This is an optimization exercise on Yosys and OpenROAD, whose aim is small area, not a production implementation. In this exercise RTL edits were held to simulation tests only and were not proved equivalent to the original. No driver is modelled on the clock port, so clock power and skew are understated where the tree is cut down; a real chip needs a root buffer or a tree.

Setup of old:
==> flow/design.v <==
package spi_sram_responder_pkg;
  localparam logic [7:0] CMD_READ  = 8'h03;
  localparam logic [7:0] CMD_WRITE = 8'h02;
  localparam logic [7:0] CMD_RDSR  = 8'h05;
  localparam logic [7:0] STATUS_VALUE_DEF = 8'h40;
  localparam logic [1:0] PH_CMD   = 2'd0;
  localparam logic [1:0] PH_ADDRH = 2'd1;
  localparam logic [1:0] PH_ADDRL = 2'd2;
  localparam logic [1:0] PH_DATA  = 2'd3;
endpackage
module spi_sync_edge #(
  parameter logic RESET_VAL = 1'b0,
  parameter bit   USE_RESET = 1'b0
) (
  input  logic clk,
  input  logic reset,
  input  logic async_in,
  output logic level
);
  logic meta;
  logic sync;
  always_ff @(posedge clk) begin
    if (USE_RESET && reset) begin
      meta <= RESET_VAL;
      sync <= RESET_VAL;
    end else begin
      meta <= async_in;
      sync <= meta;
    end
  end
  assign level = sync;
endmodule
module spi_mux_tree #(
  parameter int SEL_W = 2
) (
  input  logic [2**SEL_W-1:0] in,
  input  logic [SEL_W-1:0]    sel,
  output logic                out
);
  if (SEL_W == 1) begin : g_m2
    assign out = sel[0] ? in[1] : in[0];
  end else if (SEL_W == 2) begin : g_m4
    assign out = in[sel];
  end else begin : g_tree
    logic [2**(SEL_W-2)-1:0] lvl;
    for (genvar i = 0; i < 2**(SEL_W-2); i++) begin : g_leaf
      assign lvl[i] = in[4*i + sel[1:0]];
    end
    spi_mux_tree #(.SEL_W(SEL_W-2)) u_up (
      .in  (lvl),
      .sel (sel[SEL_W-1:2]),
      .out (out)
    );
  end
endmodule
module spi_sram_responder #(
  parameter int         DEPTH_LOG2   = 9,
  parameter logic [7:0] STATUS_VALUE = spi_sram_responder_pkg::STATUS_VALUE_DEF
) (
  input  logic                  clk,
  input  logic                  reset,
  input  logic                  sck,
  input  logic                  cs,
  input  logic                  mosi,
  output logic                  miso,
  output logic                  wr_strobe,
  output logic [DEPTH_LOG2-1:0] wr_addr,
  output logic [7:0]            wr_data
);
  localparam int WORDS = 2**DEPTH_LOG2;
  localparam int WP_LOG2 = 6;
  localparam int NWP     = WORDS >> WP_LOG2;
  localparam logic [2:0] RD_SWITCH = 3'd5;
  logic sck_s, sck_prev, cs_s, mosi_s;
  spi_sync_edge u_sck_sync (
    .clk      (clk),
    .reset    (reset),
    .async_in (sck),
    .level    (sck_s)
  );
  spi_sync_edge #(.RESET_VAL(1'b1), .USE_RESET(1'b1)) u_cs_sync (
    .clk      (clk),
    .reset    (reset),
    .async_in (cs),
    .level    (cs_s)
  );
  spi_sync_edge u_mosi_sync (
    .clk      (clk),
    .reset    (reset),
    .async_in (mosi),
    .level    (mosi_s)
  );
  always_ff @(posedge clk) sck_prev <= sck_s;
  logic                  rise;
  logic [1:0]            ph;
  logic [2:0]            cnt;
  logic                  md_rd, md_wr, md_sr;
  logic [6:0]            rx;
  logic [7:0]            rx_next;
  logic [DEPTH_LOG2-1:0] addr;
  logic [DEPTH_LOG2-1:0] addr_p1;
  logic [DEPTH_LOG2-1:0] addr_rev;
  logic [7:0]            wdat;
  logic                  wpend;
  logic [DEPTH_LOG2-1:0] t;
  logic [DEPTH_LOG2-1:0] d;
  logic                  wr_hit;
  logic                  commit;
  assign rise    = sck_s & ~sck_prev & ~cs_s;
  assign rx_next = {rx, mosi_s};
  assign addr_p1 = addr + 1'b1;
  for (genvar i = 0; i < DEPTH_LOG2; i++) begin : g_rev
    assign addr_rev[i] = addr[DEPTH_LOG2-1-i];
  end
  assign d       = addr_rev + t;
  assign wr_hit  = wpend && (d[WP_LOG2-1:0] == '0);
  assign commit  = rise && ph == spi_sram_responder_pkg::PH_DATA && md_wr && cnt == 3'd7;
  always_ff @(posedge clk) t <= t + 1'b1;
  always_ff @(posedge clk) begin
    if (rise) rx <= rx_next[6:0];
    if (cs_s) begin
      ph  <= spi_sram_responder_pkg::PH_CMD;
      cnt <= 3'd0;
    end else if (rise) begin
      cnt <= cnt + 3'd1;
      if (cnt == 3'd7 && ph != spi_sram_responder_pkg::PH_DATA) ph <= ph + 2'd1;
      if (ph == spi_sram_responder_pkg::PH_CMD && cnt == 3'd7) begin
        md_rd <= (rx_next == spi_sram_responder_pkg::CMD_READ);
        md_wr <= (rx_next == spi_sram_responder_pkg::CMD_WRITE);
        md_sr <= (rx_next == spi_sram_responder_pkg::CMD_RDSR);
        if (rx_next == spi_sram_responder_pkg::CMD_RDSR) ph <= spi_sram_responder_pkg::PH_DATA;
      end
    end
  end
  logic addr_inc;
  assign addr_inc = wr_hit ||
                    (rise && ph == spi_sram_responder_pkg::PH_DATA && md_rd && cnt == RD_SWITCH - 3'd1);
  always_ff @(posedge clk) begin
    for (int i = 0; i < DEPTH_LOG2; i++) begin
      if (rise && ((i == DEPTH_LOG2 - 1) ? (ph == spi_sram_responder_pkg::PH_ADDRH && cnt == 3'd7)
                                        : (ph == spi_sram_responder_pkg::PH_ADDRL && cnt == 3'(7 - i))))
        addr[i] <= mosi_s;
      else if (addr_inc)
        addr[i] <= addr_p1[i];
    end
  end
  always_ff @(posedge clk) begin
    if (commit) wpend <= 1'b1;
    else if (wr_hit) wpend <= 1'b0;
    if (commit) wdat <= rx_next;
  end
  always_ff @(posedge clk) begin
    if (reset) wr_strobe <= 1'b0;
    else       wr_strobe <= commit;
  end
  assign wr_addr = addr;
  assign wr_data = wdat;
  logic [3:0] cand7;
  logic [1:0] rot7;
  logic [1:0] cand6;
  logic       rot6;
  logic [5:0] h;
  logic [7:0] want;
  for (genvar k = 0; k < 8; k++) begin : g_plane
    logic [WORDS-1:0] r;
    logic [WORDS-1:0] r_nxt;
    always_comb begin
      r_nxt = {r[WORDS-2:0], r[WORDS-1]};
      for (int j = 0; j < NWP; j++)
        if (wr_hit && d[DEPTH_LOG2-1:WP_LOG2] == j) r_nxt[j*(1<<WP_LOG2)+1] = wdat[k];
    end
    always_ff @(posedge clk) r <= r_nxt;
    localparam logic [2:0] C = 3'(7 - k);
    assign want[k] = (cnt < RD_SWITCH) ? (C >= cnt) : (C < cnt);
    if (k == 7) begin : g_quarters
      for (genvar q = 0; q < 4; q++) begin : g_q
        logic [7:0] taps;
        logic       tap;
        for (genvar i = 0; i < 8; i++) begin : g_tap
          assign taps[i] = r[q*128 + i*16];
        end
        spi_mux_tree #(.SEL_W(3)) u_tap_mux (.in(taps), .sel(d[6:4]), .out(tap));
        always_ff @(posedge clk) if (want[k] && d[3:0] == '0) cand7[q] <= tap;
      end
      always_ff @(posedge clk)
        if (want[k] && d[3:0] == '0) rot7 <= d[8:7] - {addr[0], addr[1]};
    end else if (k == 6) begin : g_halves
      for (genvar q = 0; q < 2; q++) begin : g_q
        logic [15:0] taps;
        logic        tap;
        for (genvar i = 0; i < 16; i++) begin : g_tap
          assign taps[i] = r[q*256 + i*16];
        end
        spi_mux_tree #(.SEL_W(4)) u_tap_mux (.in(taps), .sel(d[7:4]), .out(tap));
        always_ff @(posedge clk) if (want[k] && d[3:0] == '0) cand6[q] <= tap;
      end
      always_ff @(posedge clk)
        if (want[k] && d[3:0] == '0) rot6 <= d[8] ^ addr[0];
    end else begin : g_single
      localparam int SL = (k >= 4) ? 4 : 5;
      localparam int NT = WORDS >> SL;
      logic [NT-1:0] taps;
      logic          tap;
      for (genvar i = 0; i < NT; i++) begin : g_tap
        assign taps[i] = r[i << SL];
      end
      spi_mux_tree #(.SEL_W(DEPTH_LOG2 - SL)) u_tap_mux (
        .in  (taps),
        .sel (d[DEPTH_LOG2-1:SL]),
        .out (tap)
      );
      always_ff @(posedge clk) if (want[k] && d[SL-1:0] == '0) h[k] <= tap;
    end
  end
  logic [1:0] sel7;
  logic [7:0] byte_out;
  assign sel7     = rot7 + {addr[0], addr[1]};
  assign byte_out = {cand7[sel7], cand6[rot6 ^ addr[0]], h};
  assign miso = md_sr ? STATUS_VALUE[~cnt] : byte_out[~cnt];
endmodule
clock: 10.0 ns
lec_check: 0
cap_margin: 20
core_margin: 2
core_utilization: 60
place_density: 0.7
slew_margin: 20
synth_memory_max_bits: 8192
standard.sh (not shown) runs the stock make flow with config.mk's settings and CLKGATE_MAP_FILE= SYNTH_SCRIPT=/design/flow/synth_recipe.tcl, a recipe that flattens the netlist after the stock synthesis.
==> flow/flow/run.sh <==
#!/bin/bash
# Standard layout (standard.sh) with these changes: the ports get buf_1
# buffers; TritonCTS runs without dummy loads and with large clkbuf_16 sink
# clusters, then flow/cts_hook.tcl turns the root and leaf buffers into
# inverters.
# ORFS's full output goes to standard.log, each step's log to orfs/logs/.
set -euo pipefail
export CTS_ARGS="-sink_clustering_enable -repair_clock_nets -dont_use_dummy_load -buf_list sky130_fd_sc_hd__clkbuf_16 -sink_clustering_size 34 -sink_clustering_max_diameter 70"
export BUFFER_PORTS_ARGS="-buffer_cell sky130_fd_sc_hd__buf_1"
export PRE_CTS_TCL="$PWD/flow/cts_hook.tcl"
bash standard.sh > standard.log 2>&1
Other scripts of this flow, unchanged in this note and not shown: flow/flow/cts_hook.tcl
Input-level comparison between new and old:
-- flow/design.v --
<<< old, line 95
  logic [1:0]            ph;
  logic [2:0]            cnt;
  logic                  md_rd, md_wr, md_sr;
  logic [6:0]            rx;
  logic [7:0]            rx_next;
>>> new, line 95
  logic [1:0]            ph;
  logic [2:0]            cnt;
  logic                  md_wr, md_sr;
  logic [6:0]            rx;
  logic [7:0]            rx_next;
<<< old, line 102
  logic [DEPTH_LOG2-1:0] addr_rev;
  logic [7:0]            wdat;
  logic                  wpend;
  logic [DEPTH_LOG2-1:0] t;
>>> new, line 102
  logic [DEPTH_LOG2-1:0] addr_rev;
  logic [7:0]            wdat;
  logic                  ld_ok;
  logic                  wpend;
  logic [DEPTH_LOG2-1:0] t;
<<< old, line 126
      if (cnt == 3'd7 && ph != spi_sram_responder_pkg::PH_DATA) ph <= ph + 2'd1;
      if (ph == spi_sram_responder_pkg::PH_CMD && cnt == 3'd7) begin
        md_rd <= (rx_next == spi_sram_responder_pkg::CMD_READ);
        md_wr <= (rx_next == spi_sram_responder_pkg::CMD_WRITE);
        md_sr <= (rx_next == spi_sram_responder_pkg::CMD_RDSR);
>>> new, line 127
      if (cnt == 3'd7 && ph != spi_sram_responder_pkg::PH_DATA) ph <= ph + 2'd1;
      if (ph == spi_sram_responder_pkg::PH_CMD && cnt == 3'd7) begin
        md_wr <= (rx_next == spi_sram_responder_pkg::CMD_WRITE);
        md_sr <= (rx_next == spi_sram_responder_pkg::CMD_RDSR);
<<< old, line 135
  logic addr_inc;
  assign addr_inc = wr_hit ||
                    (rise && ph == spi_sram_responder_pkg::PH_DATA && md_rd && cnt == RD_SWITCH - 3'd1);
  always_ff @(posedge clk) begin
    for (int i = 0; i < DEPTH_LOG2; i++) begin
>>> new, line 135
  logic addr_inc;
  assign addr_inc = wr_hit ||
                    (rise && ph == spi_sram_responder_pkg::PH_DATA && !md_wr && cnt == RD_SWITCH - 3'd1);
  always_ff @(posedge clk) begin
    for (int i = 0; i < DEPTH_LOG2; i++) begin
<<< old, line 148
    if (commit) wpend <= 1'b1;
    else if (wr_hit) wpend <= 1'b0;
    if (commit) wdat <= rx_next;
  end
  always_ff @(posedge clk) begin
>>> new, line 148
    if (commit) wpend <= 1'b1;
    else if (wr_hit) wpend <= 1'b0;
  end
  always_ff @(posedge clk) begin
<<< old, line 181
        end
        spi_mux_tree #(.SEL_W(3)) u_tap_mux (.in(taps), .sel(d[6:4]), .out(tap));
        always_ff @(posedge clk) if (want[k] && d[3:0] == '0) cand7[q] <= tap;
      end
      always_ff @(posedge clk)
        if (want[k] && d[3:0] == '0) rot7 <= d[8:7] - {addr[0], addr[1]};
    end else if (k == 6) begin : g_halves
      for (genvar q = 0; q < 2; q++) begin : g_q
>>> new, line 180
        end
        spi_mux_tree #(.SEL_W(3)) u_tap_mux (.in(taps), .sel(d[6:4]), .out(tap));
        always_ff @(posedge clk)
          if (q == 0 && commit) cand7[q] <= rx_next[k];
          else if (ld_ok && want[k] && d[3:0] == '0) cand7[q] <= tap;
      end
      always_ff @(posedge clk)
        if (ld_ok && want[k] && d[3:0] == '0) rot7 <= d[8:7] - {addr[0], addr[1]};
    end else if (k == 6) begin : g_halves
      for (genvar q = 0; q < 2; q++) begin : g_q
<<< old, line 193
        end
        spi_mux_tree #(.SEL_W(4)) u_tap_mux (.in(taps), .sel(d[7:4]), .out(tap));
        always_ff @(posedge clk) if (want[k] && d[3:0] == '0) cand6[q] <= tap;
      end
      always_ff @(posedge clk)
        if (want[k] && d[3:0] == '0) rot6 <= d[8] ^ addr[0];
    end else begin : g_single
      localparam int SL = (k >= 4) ? 4 : 5;
>>> new, line 194
        end
        spi_mux_tree #(.SEL_W(4)) u_tap_mux (.in(taps), .sel(d[7:4]), .out(tap));
        always_ff @(posedge clk)
          if (q == 0 && commit) cand6[q] <= rx_next[k];
          else if (ld_ok && want[k] && d[3:0] == '0) cand6[q] <= tap;
      end
      always_ff @(posedge clk)
        if (ld_ok && want[k] && d[3:0] == '0) rot6 <= d[8] ^ addr[0];
    end else begin : g_single
      localparam int SL = (k >= 4) ? 4 : 5;
<<< old, line 210
        .out (tap)
      );
      always_ff @(posedge clk) if (want[k] && d[SL-1:0] == '0) h[k] <= tap;
    end
  end
>>> new, line 213
        .out (tap)
      );
      always_ff @(posedge clk)
        if (commit) h[k] <= rx_next[k];
        else if (ld_ok && want[k] && d[SL-1:0] == '0) h[k] <= tap;
    end
  end
<<< old, line 217
  assign sel7     = rot7 + {addr[0], addr[1]};
  assign byte_out = {cand7[sel7], cand6[rot6 ^ addr[0]], h};
  assign miso = md_sr ? STATUS_VALUE[~cnt] : byte_out[~cnt];
endmodule
>>> new, line 222
  assign sel7     = rot7 + {addr[0], addr[1]};
  assign byte_out = {cand7[sel7], cand6[rot6 ^ addr[0]], h};
  assign wdat  = {cand7[0], cand6[0], h};
  assign ld_ok = !wpend;
  assign miso = md_sr ? STATUS_VALUE[~cnt] : byte_out[~cnt];
endmodule
Findings:
In the flow results for new and old, the proportion of synthesized chip area in sequential cells is smaller on new.
In the tables for new and old, reg-to-reg setup timing slack reads lower with old.
X dimension of the die: new vs old, no meaningful difference
Side by side, largest driver fanout on the critical path turned out lower in new than in old.
Re final HPWL from detailed placement: new is 2800 um up on old.
Comparing old against new, there is no change at all in sum of negative setup slack.
The lower transition time at the pin with the least slew margin of new and old is in new.
Of new and old, new shows the higher number of logic inverters in the finished layout, with old below it.
Between new and old, the height of the die does not differ in any meaningful way.
Looking only at largest stage delay on the critical path, and setting everything else aside, the lower value of new and old goes to new.
Compared with old, in new routed metal-1 wirelength saw an increase, number of cells on the critical path saw little to no change.
No run of this note takes its clock network from TritonCTS; it comes from the design's own scripts or RTL.

-- port drivers added, routing unchanged --
In the flow no input, the clock included, has a driving cell. The finished layouts below were timed again as built, in two steps.
Step 1 assumes that a clkbuf_16 drives the clock port and a buf_2 every other input.
Step 2 moves the port delays by t, midway between the first and last clock arrival at a register: inputs arrive t later, outputs are due t later. That takes back most of the time a late clock gives input paths.
a / b / c = ideal ports / drivers / drivers and shift; a / b = the first two.
| run | t, ns | setup WS [ns] | worst setup path at the end | worst slew at a driven data input, ns |
|---|---|---|---|---|
| old | 0.699 | 4.874 / 4.767 / 5.466 | register to output | 0.03 |
| new | 0.707 | 5.164 / 5.053 / 5.738 | register to register | 0.03 |
After both steps setup and hold are still met in every run listed.
